This design comes from an exercise in tuning for small area, a short achievable clock period and few clock cycles on the open sky130 flow, not from production work. Function was checked by simulation only, so behaviour that the tests miss may differ from the original. Power is estimated from default activity; no workload was simulated.

===== design.v =====
package apdr_pkg;
  localparam logic [1:0] OP_WRITE = 2'd0;
  localparam logic [1:0] OP_RELAX = 2'd1;
  localparam logic [1:0] OP_READ  = 2'd2;
  localparam logic [6:0] PASS_LIMIT = 7'd64;
  typedef struct packed {
    logic [1:0] operation;
    logic [3:0] row;
    logic [3:0] col;
    logic [7:0] value;
  } in_item_t;
  typedef struct packed {
    logic [7:0] read_value;
    logic [6:0] pass_count;
  } out_item_t;
endpackage
module all_pairs_distance_relax_unit #(
  parameter int MAX_NODES = 16
) (
  input  logic      clk,
  input  logic      rst_n,
  input  logic      in_valid,
  output logic      in_stall,
  input  logic [17:0] in_data,
  output logic      out_valid,
  input  logic      out_stall,
  output logic [14:0] out_data,
  input  logic      cfg_wr_en,
  input  logic [4:0] cfg_wr_data
);
  apdr_pkg::in_item_t  in_item;
  assign in_item = apdr_pkg::in_item_t'(in_data);
  localparam int DEPTH = MAX_NODES * MAX_NODES;
  localparam int AW    = $clog2(DEPTH);
  localparam int IW    = $clog2(MAX_NODES);
  localparam int NW    = $clog2(MAX_NODES + 1);
  typedef enum logic [8:0] {
    S_IDLE = 9'b000000001,
    S_RDW  = 9'b000000010,
    S_XY   = 9'b000000100,
    S_XYL  = 9'b000001000,
    S_Z    = 9'b000010000,
    S_YZ   = 9'b000100000,
    S_XZ   = 9'b001000000,
    S_MIR  = 9'b010000000,
    S_FIN  = 9'b100000000
  } state_t;
  function automatic [AW-1:0] addr_of(input [7:0] r, input [7:0] c);
    addr_of = AW'(r * MAX_NODES + c);
  endfunction
  state_t          state_r, state_nxt;
  logic [IW-1:0]   x_r, x_nxt, y_r, y_nxt, z_r, z_nxt;
  logic [NW-1:0]   n_m1_r, n_m1_nxt;
  logic [6:0]      pass_r, pass_nxt;
  logic            changed_r, changed_nxt;
  logic [7:0]      dxy_r, dxy_nxt;
  logic [8:0]      sum_r, sum_nxt;
  logic [7:0]      res_read_r, res_read_nxt;
  logic [6:0]      res_pass_r, res_pass_nxt;
  apdr_pkg::in_item_t        item_r, item_nxt;
  logic            out_valid_r, out_valid_nxt;
  apdr_pkg::out_item_t       out_data_r, out_data_nxt;
  logic [4:0]      node_count_r;
  logic [7:0]      dist_mem [DEPTH];
  logic [7:0]      rdata_r;
  logic            rd_en, we;
  logic [AW-1:0]   raddr, waddr;
  logic [7:0]      wdata;
  logic [NW-1:0]   n_act;
  logic            in_rng, item_rng;
  logic            z_last, y_last, x_last;
  logic            adv_z, adv_y, z_wrap, y_step, y_wrap, x_wrap;
  logic [6:0]      pass_inc;
  assign n_act = ({3'b000, node_count_r} > 8'(MAX_NODES)) ? NW'(MAX_NODES)
                                                          : NW'(node_count_r);
  assign in_rng   = (8'(in_item.row) < 8'(MAX_NODES)) && (8'(in_item.col) < 8'(MAX_NODES));
  assign item_rng = (8'(item_r.row) < 8'(MAX_NODES)) && (8'(item_r.col) < 8'(MAX_NODES));
  assign z_last   = (NW'(z_r) == n_m1_r);
  assign y_last   = (NW'(y_r) == n_m1_r);
  assign x_last   = (NW'(x_r) == n_m1_r);
  assign pass_inc = pass_r + 7'd1;
  assign in_stall  = (state_r != S_IDLE);
  assign out_valid = out_valid_r;
  assign out_data  = out_data_r;
  always_comb begin
    state_nxt     = state_r;
    x_nxt         = x_r;
    y_nxt         = y_r;
    z_nxt         = z_r;
    n_m1_nxt      = n_m1_r;
    pass_nxt      = pass_r;
    changed_nxt   = changed_r;
    dxy_nxt       = dxy_r;
    sum_nxt       = sum_r;
    res_read_nxt  = res_read_r;
    res_pass_nxt  = res_pass_r;
    item_nxt      = item_r;
    out_valid_nxt = out_valid_r;
    out_data_nxt  = out_data_r;
    rd_en         = 1'b0;
    raddr         = '0;
    we            = 1'b0;
    waddr         = '0;
    wdata         = '0;
    adv_z         = 1'b0;
    adv_y         = 1'b0;
    if (out_valid_r && !out_stall) begin
      out_valid_nxt = 1'b0;
    end
    case (state_r)
      S_IDLE: begin
        if (in_valid) begin
          item_nxt     = in_item;
          res_read_nxt = '0;
          res_pass_nxt = '0;
          case (in_item.operation)
            apdr_pkg::OP_WRITE: begin
              we        = in_rng;
              waddr     = addr_of(8'(in_item.row), 8'(in_item.col));
              wdata     = in_item.value;
              state_nxt = S_FIN;
            end
            apdr_pkg::OP_RELAX: begin
              n_m1_nxt    = n_act - NW'(1);
              x_nxt       = '0;
              y_nxt       = '0;
              z_nxt       = '0;
              pass_nxt    = '0;
              changed_nxt = 1'b0;
              if (n_act < NW'(2)) begin
                res_pass_nxt = 7'd1;
                state_nxt    = S_FIN;
              end else begin
                state_nxt = S_XY;
              end
            end
            apdr_pkg::OP_READ: begin
              rd_en     = 1'b1;
              raddr     = addr_of(8'(in_item.row), 8'(in_item.col));
              state_nxt = S_RDW;
            end
            default: begin
              state_nxt = S_FIN;
            end
          endcase
        end
      end
      S_RDW: begin
        res_read_nxt = item_rng ? rdata_r : '0;
        state_nxt    = S_FIN;
      end
      S_XY: begin
        if (x_r == y_r) begin
          adv_y = 1'b1;
        end else begin
          rd_en     = 1'b1;
          raddr     = addr_of(8'(x_r), 8'(y_r));
          state_nxt = S_XYL;
        end
      end
      S_XYL: begin
        dxy_nxt   = rdata_r;
        z_nxt     = '0;
        state_nxt = S_Z;
      end
      S_Z: begin
        if ((z_r == x_r) || (z_r == y_r)) begin
          adv_z = 1'b1;
        end else begin
          rd_en     = 1'b1;
          raddr     = addr_of(8'(y_r), 8'(z_r));
          state_nxt = S_YZ;
        end
      end
      S_YZ: begin
        sum_nxt   = {1'b0, dxy_r} + {1'b0, rdata_r};
        rd_en     = 1'b1;
        raddr     = addr_of(8'(x_r), 8'(z_r));
        state_nxt = S_XZ;
      end
      S_XZ: begin
        if (sum_r < {1'b0, rdata_r}) begin
          we          = 1'b1;
          waddr       = addr_of(8'(x_r), 8'(z_r));
          wdata       = sum_r[7:0];
          changed_nxt = 1'b1;
          state_nxt   = S_MIR;
        end else begin
          adv_z = 1'b1;
        end
      end
      S_MIR: begin
        we    = 1'b1;
        waddr = addr_of(8'(z_r), 8'(x_r));
        wdata = sum_r[7:0];
        adv_z = 1'b1;
      end
      S_FIN: begin
        if (!out_valid_r || !out_stall) begin
          out_valid_nxt           = 1'b1;
          out_data_nxt.read_value = res_read_r;
          out_data_nxt.pass_count = res_pass_r;
          state_nxt               = S_IDLE;
        end
      end
      default: begin
        state_nxt = S_IDLE;
      end
    endcase
    z_wrap = adv_z && z_last;
    y_step = adv_y || z_wrap;
    y_wrap = y_step && y_last;
    x_wrap = y_wrap && x_last;
    if (adv_z) begin
      z_nxt = z_last ? '0 : z_r + IW'(1);
      if (!z_last) begin
        state_nxt = S_Z;
      end
    end
    if (y_step) begin
      y_nxt = y_last ? '0 : y_r + IW'(1);
      if (!y_last) begin
        state_nxt = S_XY;
      end
    end
    if (y_wrap) begin
      x_nxt = x_last ? '0 : x_r + IW'(1);
      if (!x_last) begin
        state_nxt = S_XY;
      end
    end
    if (x_wrap) begin
      pass_nxt = pass_inc;
      if (changed_r && (pass_inc < apdr_pkg::PASS_LIMIT)) begin
        changed_nxt = 1'b0;
        state_nxt   = S_XY;
      end else begin
        res_pass_nxt = pass_inc;
        state_nxt    = S_FIN;
      end
    end
  end
  always_ff @(posedge clk) begin
    if (!rst_n) begin
      state_r      <= S_IDLE;
      out_valid_r  <= 1'b0;
      node_count_r <= 5'd16;
    end else begin
      state_r     <= state_nxt;
      out_valid_r <= out_valid_nxt;
      if (cfg_wr_en) begin
        node_count_r <= cfg_wr_data;
      end
    end
  end
  always_ff @(posedge clk) begin
    x_r        <= x_nxt;
    y_r        <= y_nxt;
    z_r        <= z_nxt;
    n_m1_r     <= n_m1_nxt;
    pass_r     <= pass_nxt;
    changed_r  <= changed_nxt;
    dxy_r      <= dxy_nxt;
    sum_r      <= sum_nxt;
    res_read_r <= res_read_nxt;
    res_pass_r <= res_pass_nxt;
    item_r     <= item_nxt;
    out_data_r <= out_data_nxt;
  end
  always_ff @(posedge clk) begin
    if (we) begin
      dist_mem[waddr] <= wdata;
    end
  end
  always_ff @(posedge clk) begin
    if (rd_en) begin
      rdata_r <= dist_mem[raddr];
    end
  end
endmodule

===== run.sh =====
#!/bin/bash
# synth_recipe.tcl (not shown) runs the flow's synth.tcl, then flattens the netlist and writes it again
# the make line also repeats each setting of config.mk as NAME=value (left out here)
make -C /OpenROAD-flow-scripts/flow DESIGN_CONFIG=/design/flow/config.mk WORK_HOME=/design/flow/orfs CLKGATE_MAP_FILE= SYNTH_SCRIPT=/design/flow/synth_recipe.tcl finish

===== config.mk =====
export PLATFORM = sky130hd
export DESIGN_NAME = all_pairs_distance_relax_unit
export DESIGN_NICKNAME = all_pairs_distance_relax_unit
export VERILOG_FILES = /design/flow/design.v
export SDC_FILE = /design/flow/constraint.sdc
export NUM_CORES = 4
export LEC_CHECK = 0
export CAP_MARGIN = 20
export CORE_MARGIN = 2
export CORE_UTILIZATION = 40
export SLEW_MARGIN = 20

===== constraint.sdc =====
create_clock -name core_clock -period 7.0 [get_ports {clk}]
set_input_delay 1.4000 -clock core_clock [delete_from_list [all_inputs] [get_ports {clk}]]
set_output_delay 1.4000 -clock core_clock [all_outputs]
set_load 0.01 [all_outputs]

==> results_tabular.tex <==
\begin{tabular}{lr}
\hline
Metric & Value \\
\hline
\multicolumn{2}{l}{\textbf{Die}} \\
Row cnt & 171 \\
Top Ports & 45 \\
Die W & 470 µm \\
Core area & 217,000 µm² \\
Initial cell density of the core & 0.401 \\
Vertical die dimension & 470 µm \\
Area enclosed by the die boundary & 221,000 µm² \\
\multicolumn{2}{l}{\textbf{Timing}} \\
Slew at the pin with the worst max-slew slack & 1.27 ns \\
Minimum clock period after layout & 6.22 ns \\
Worst Skew & 0.0450 ns \\
Pins over their slew limit & 0 \\
Total setup violations reported at the end of the flow & 0 \\
Highest attainable clock frequency & 0.161 GHz \\
Unrepaired setup endpoints after global routing & false \\
Endpoints failing hold & 0 \\
Max-slew headroom at the worst pin & 0.154 \\
Final worst-path cycle share & 0.888 \\
Final TNS setup & 0 ns \\
\multicolumn{2}{l}{\textbf{Drt}} \\
Via-per-instance ratio & 5.84 \\
Detailed-router iteration count before antenna repair & 6 \\
DRC violations left & 0 \\
Routed WL per cell & 27.0 µm \\
Number of violations reported at the end of detailed-routing iteration 0 & 7,596 \\
Post-detailed-routing wire length & 264,000 µm \\
Antenna Violating Nets Remaining & 0 \\
Vias & 57,100 \\
\multicolumn{2}{l}{\textbf{Logic synthesis}} \\
Count of flip-flops with a built-in enable after synthesis & 2,120 \\
Yosys Warn Count & 1 \\
Area of the mapped netlist & 86,900 µm² \\
Count of state elements after synthesis & 2,143 \\
Syn Nets & 6,719 \\
Share of synthesized cell area in full adder, half adder and majority cells & 0.00354 \\
Combinational family with the most area after synthesis & simple AND/OR/NAND/NOR gates \\
Share of synthesized area spent on multiplexers & 0.0152 \\
Post-Synthesis Mean Instance Area & 13.0 µm² \\
Basic-gate share of the synthesized area counting and, or, nand and nor cells & 0.147 \\
Top\_reg\_cell synth & edfxtp\_1 \\
XOR/XNOR Fraction of Synth Area & 0.00443 \\
Mapped Cells & 6,667 \\
Sequential-to-total area share from yosys stat & 0.738 \\
Number of different library cells in the post-synthesis netlist & 84 \\
Share of synthesized flip-flops with an asynchronous set or reset & 0 \\
Complex-gate fraction of the synthesized area & 0.0654 \\
\multicolumn{2}{l}{\textbf{CTS}} \\
CTS H-Tree Depth & 4 \\
Number of cells upsized or downsized after cts & 0 \\
Hold bufs inserted after CTS & 0 \\
Clock tree sinks & 2,143 \\
Maximum clock insertion buffer count & 3 \\
Setup fix buffers added after clock tree synthesis & 0 \\
Clock Pin Slew Worst Setup and Hold Paths & 0.06 ns \\
CTS Root Cell & clkbuf\_16 \\
TritonCTS clock tree & yes \\
Worst-skew pair later-pin latency & 0.87 ns \\
Number of buffers added by the clock tree synthesis step & 214 \\
\multicolumn{2}{l}{\textbf{GRT}} \\
Antenna violations before repair & 13 \\
Total Routing Usage GR & 0.233 \\
Wire length of the first global-routing pass & 382,000 µm \\
Number of global-route vias before repair & 54,300 \\
Grt total ovfl & 0 \\
Maximum number of pins on one net before global-route repair & 140 \\
\multicolumn{2}{l}{\textbf{Finish}} \\
Most common library cell in the layout ignoring fill and taps & edfxtp\_1 \\
Combined area of the multi-input logic cells & 20,700 µm² \\
\# fillers & 19,200 \\
Layout overhead on the synthesized area & 13.1\% \\
Most used cells in the layout excluding fill and tap cells & 2,120 x edfxtp\_1, 1,772 x nand2\_1, 616 x nand3\_1, 341 x nor2\_1, 285 x a21oi\_1 \\
Area used by sequential logic in the layout & 64,100 µm² \\
Total number of nets in the final design & 6,789 \\
Non-Filler Instances & 9,775 \\
Cell area after layout & 98,300 µm² \\
Proportion of layout cells with a drive suffix above 1 & 0.0870 \\
\multicolumn{2}{l}{\textbf{Setup path}} \\
Cell with the largest stage delay on the worst path & nor4\_1 \\
Worst Setup Start Kind & primary input \\
CP Max Fanout & 32 \\
Path type of the worst setup path & in -> reg \\
Critical path required time & 7.69 ns \\
Worst path arrival time & 6.90 ns \\
Crit. End Element & flop \\
Cell Chain, Critical Path & clkdlybuf4s50\_1, inv\_1, ha\_1, nand2\_1, nor4\_4, a32o\_1, nor2b\_4, buf\_12, buf\_4, buf\_4, nand2\_1, a31oi\_1, a31oi\_1, a21oi\_1, o21ai\_0, nor4\_1, o21ai\_0, o211ai\_1 \\
Stage delay of the slowest cell on the critical path & 1.08 ns \\
\multicolumn{2}{l}{\textbf{Placed design}} \\
Half-perimeter wire length after placement & 162,000 µm \\
Cell Count Post-Placement & 9,374 \\
Total of buffers placed on input and output ports & 44 \\
Post-placement cell area & 91,400 µm² \\
Weighted congestion at the end of routability-driven global placement & 0.921 \\
\multicolumn{2}{l}{\textbf{Run status}} \\
Status & no timing/DRC/antenna violations \\
\multicolumn{2}{l}{\textbf{Pwr}} \\
Pwr per Cell Area & 271 nW/µm² \\
Highest ir drop seen on vdd & 0.271 mV \\
Leakage component of the power & 0.0320 µW \\
\multicolumn{2}{l}{\textbf{Worst hold path}} \\
Tightest Hold Check Type & reg -> reg \\
\multicolumn{2}{l}{\textbf{Run}} \\
Number of violations of the max-capacitance limit & 0 \\
\hline
\end{tabular}
==> metal layers <==
| layer | global-route usage | wire [µm] | vias up |
|---|---|---|---|
| met4 | 0.0909 | 11000 | 8 |
| met5 | 0 | 61 | - |
| met1 | 0.318 | 104000 | 28600 |
| met3 | 0.0574 | 28400 | 553 |
| met2 | 0.360 | 120000 | 3062 |
| li1 | - | - | 24800 |
==> per-stage QoR <==
stage	util	worst slack (ns)	hold WS [ns]	power, µW
3_3_place_gp	0.422	0.146	0.402	15500
3_5_place_dp	0.422	0.234	0.407	15500
5_1_grt	0.454	0.726	0.426	27200
6_report	0.454	0.784	0.419	26600
2_1_floorplan	-	0.133	0.400	15000
4_1_cts	0.454	1.12	0.421	26700
==> cell usage after synthesis (all sizes together) (6+ instances only) <==
| cell | n | area (µm²) |
|---|---|---|
| nand2b | 9 | 56.3 |
| o211ai | 16 | 120 |
| o22ai | 22 | 138 |
| and2 | 7 | 43.8 |
| xor2 | 12 | 105 |
| nand2 | 1779 | 6680 |
| nor4 | 19 | 146 |
| o21ai | 64 | 320 |
| a31oi | 141 | 882 |
| a22o | 19 | 166 |
| nor2 | 355 | 1350 |
| o31ai | 7 | 52.6 |
| inv | 29 | 109 |
| a311oi | 23 | 201 |
| nor2b | 10 | 62.6 |
| a32oi | 54 | 473 |
| a221o | 14 | 140 |
| xnor2 | 32 | 280 |
| mux2i | 131 | 1310 |
| nand3 | 616 | 3080 |
| a21oi | 287 | 1440 |
| nor3 | 42 | 210 |
| a22oi | 46 | 345 |
| nand4 | 80 | 500 |
| buf | 331 | 1870 |
| a221oi | 64 | 579 |
| a211oi | 20 | 155 |
| a211o | 6 | 52.6 |
| clkbuf | 102 | 384 |
| a21o | 15 | 113 |
| or3 | 8 | 50.1 |
| a32o | 10 | 100 |
| and3 | 65 | 407 |
| ha | 23 | 288 |
| dfxtp | 23 | 460 |
| edfxtp | 2120 | 63700 |
==> power breakdown <==
part	switching, µW	internal [µW]
Clock	4910	6460
Sequential	24.9	14000
Combinational	848	331
==> cells by family (layout without fill, tap and decap cells) <==
kind of cell | count (synthesis) | count (layout)
simple gates | 3009 | 3009
flops | 2143 | 2143
compound gates | 852 | 852
buf+inv | 463 | 715
mux | 132 | 132
xor+xnor | 44 | 44
fa+ha+maj | 24 | 24
other cells | 0 | 2
==> path summary, 6_finish.rpt <==
path                                     from        endpoint  slack (ns)  cells past startpoint
worst min register to register  res_read_r[4]  out_data_r[11]        0.42                      0
worst max register to register     state_r[7]      rdata_r[4]        1.01                     14
worst min-delay path            res_read_r[4]  out_data_r[11]        0.42                      0
worst max-delay path              in_data[16]      rdata_r[4]        0.78                     18
==> worst max-delay path, delay by kind of cell <==
family | cells | cell delay [ns]
compound gates | 7 | 1.62
buf+inv | 5 | 1.38
fa+ha+maj | 1 | 0.26
simple gates | 5 | 2.17
==> cell type report <==
cell class                      instances  share of cell area
Timing Repair Buffer                  287              0.0296
Antenna cell                            2           0.0000509
Multi-Input combinational cell       4061               0.211
Clock inverter                        136              0.0122
Sequential cell                      2143               0.652
Inverter                               30             0.00115
Clock buffer                          262              0.0576
Tap cell                             2854              0.0363
==> sequential cells by signal, indices dropped and copies added (netlist names) <==
signal and cells:
dist_mem 2048, out_data_r 15, state_r 9, sum_r 9
dxy_r 8, rdata_r 8, res_read_r 8, pass_r 7
res_pass_r 7, n_m1_r 5, node_count_r 5, x_r 4
y_r 4, z_r 4, changed_r 1, out_valid_r 1
Testbench counts, summed over its fixed seeds: cycles 750,604.

static timing again, ports no longer ideal:
The flow's constraints put no driver on any port. The routed layout listed below was extracted and timed again, unchanged, in two steps.
Step 1, drivers: a clkbuf_16 drives clk and a buf_2 each remaining input, both assumed.
Step 2 moves the port delays by t, midway between the first and last clock arrival at a register: inputs arrive t later, outputs are due t later. That takes back most of the time a late clock gives input paths.
Slacks: ideal / step 1 / step 2; pairs: ideal / step 1.
t (ns): 0.947
setup slack, ns: 0.784 / 0.850 / -0.097
worst setup path after step 2: input to register
Met with ideal ports but missed after step 2: setup timing in this run. For this run, drivers alone change the setup slack by +0.066 ns; drivers and shift together by -0.881 ns.
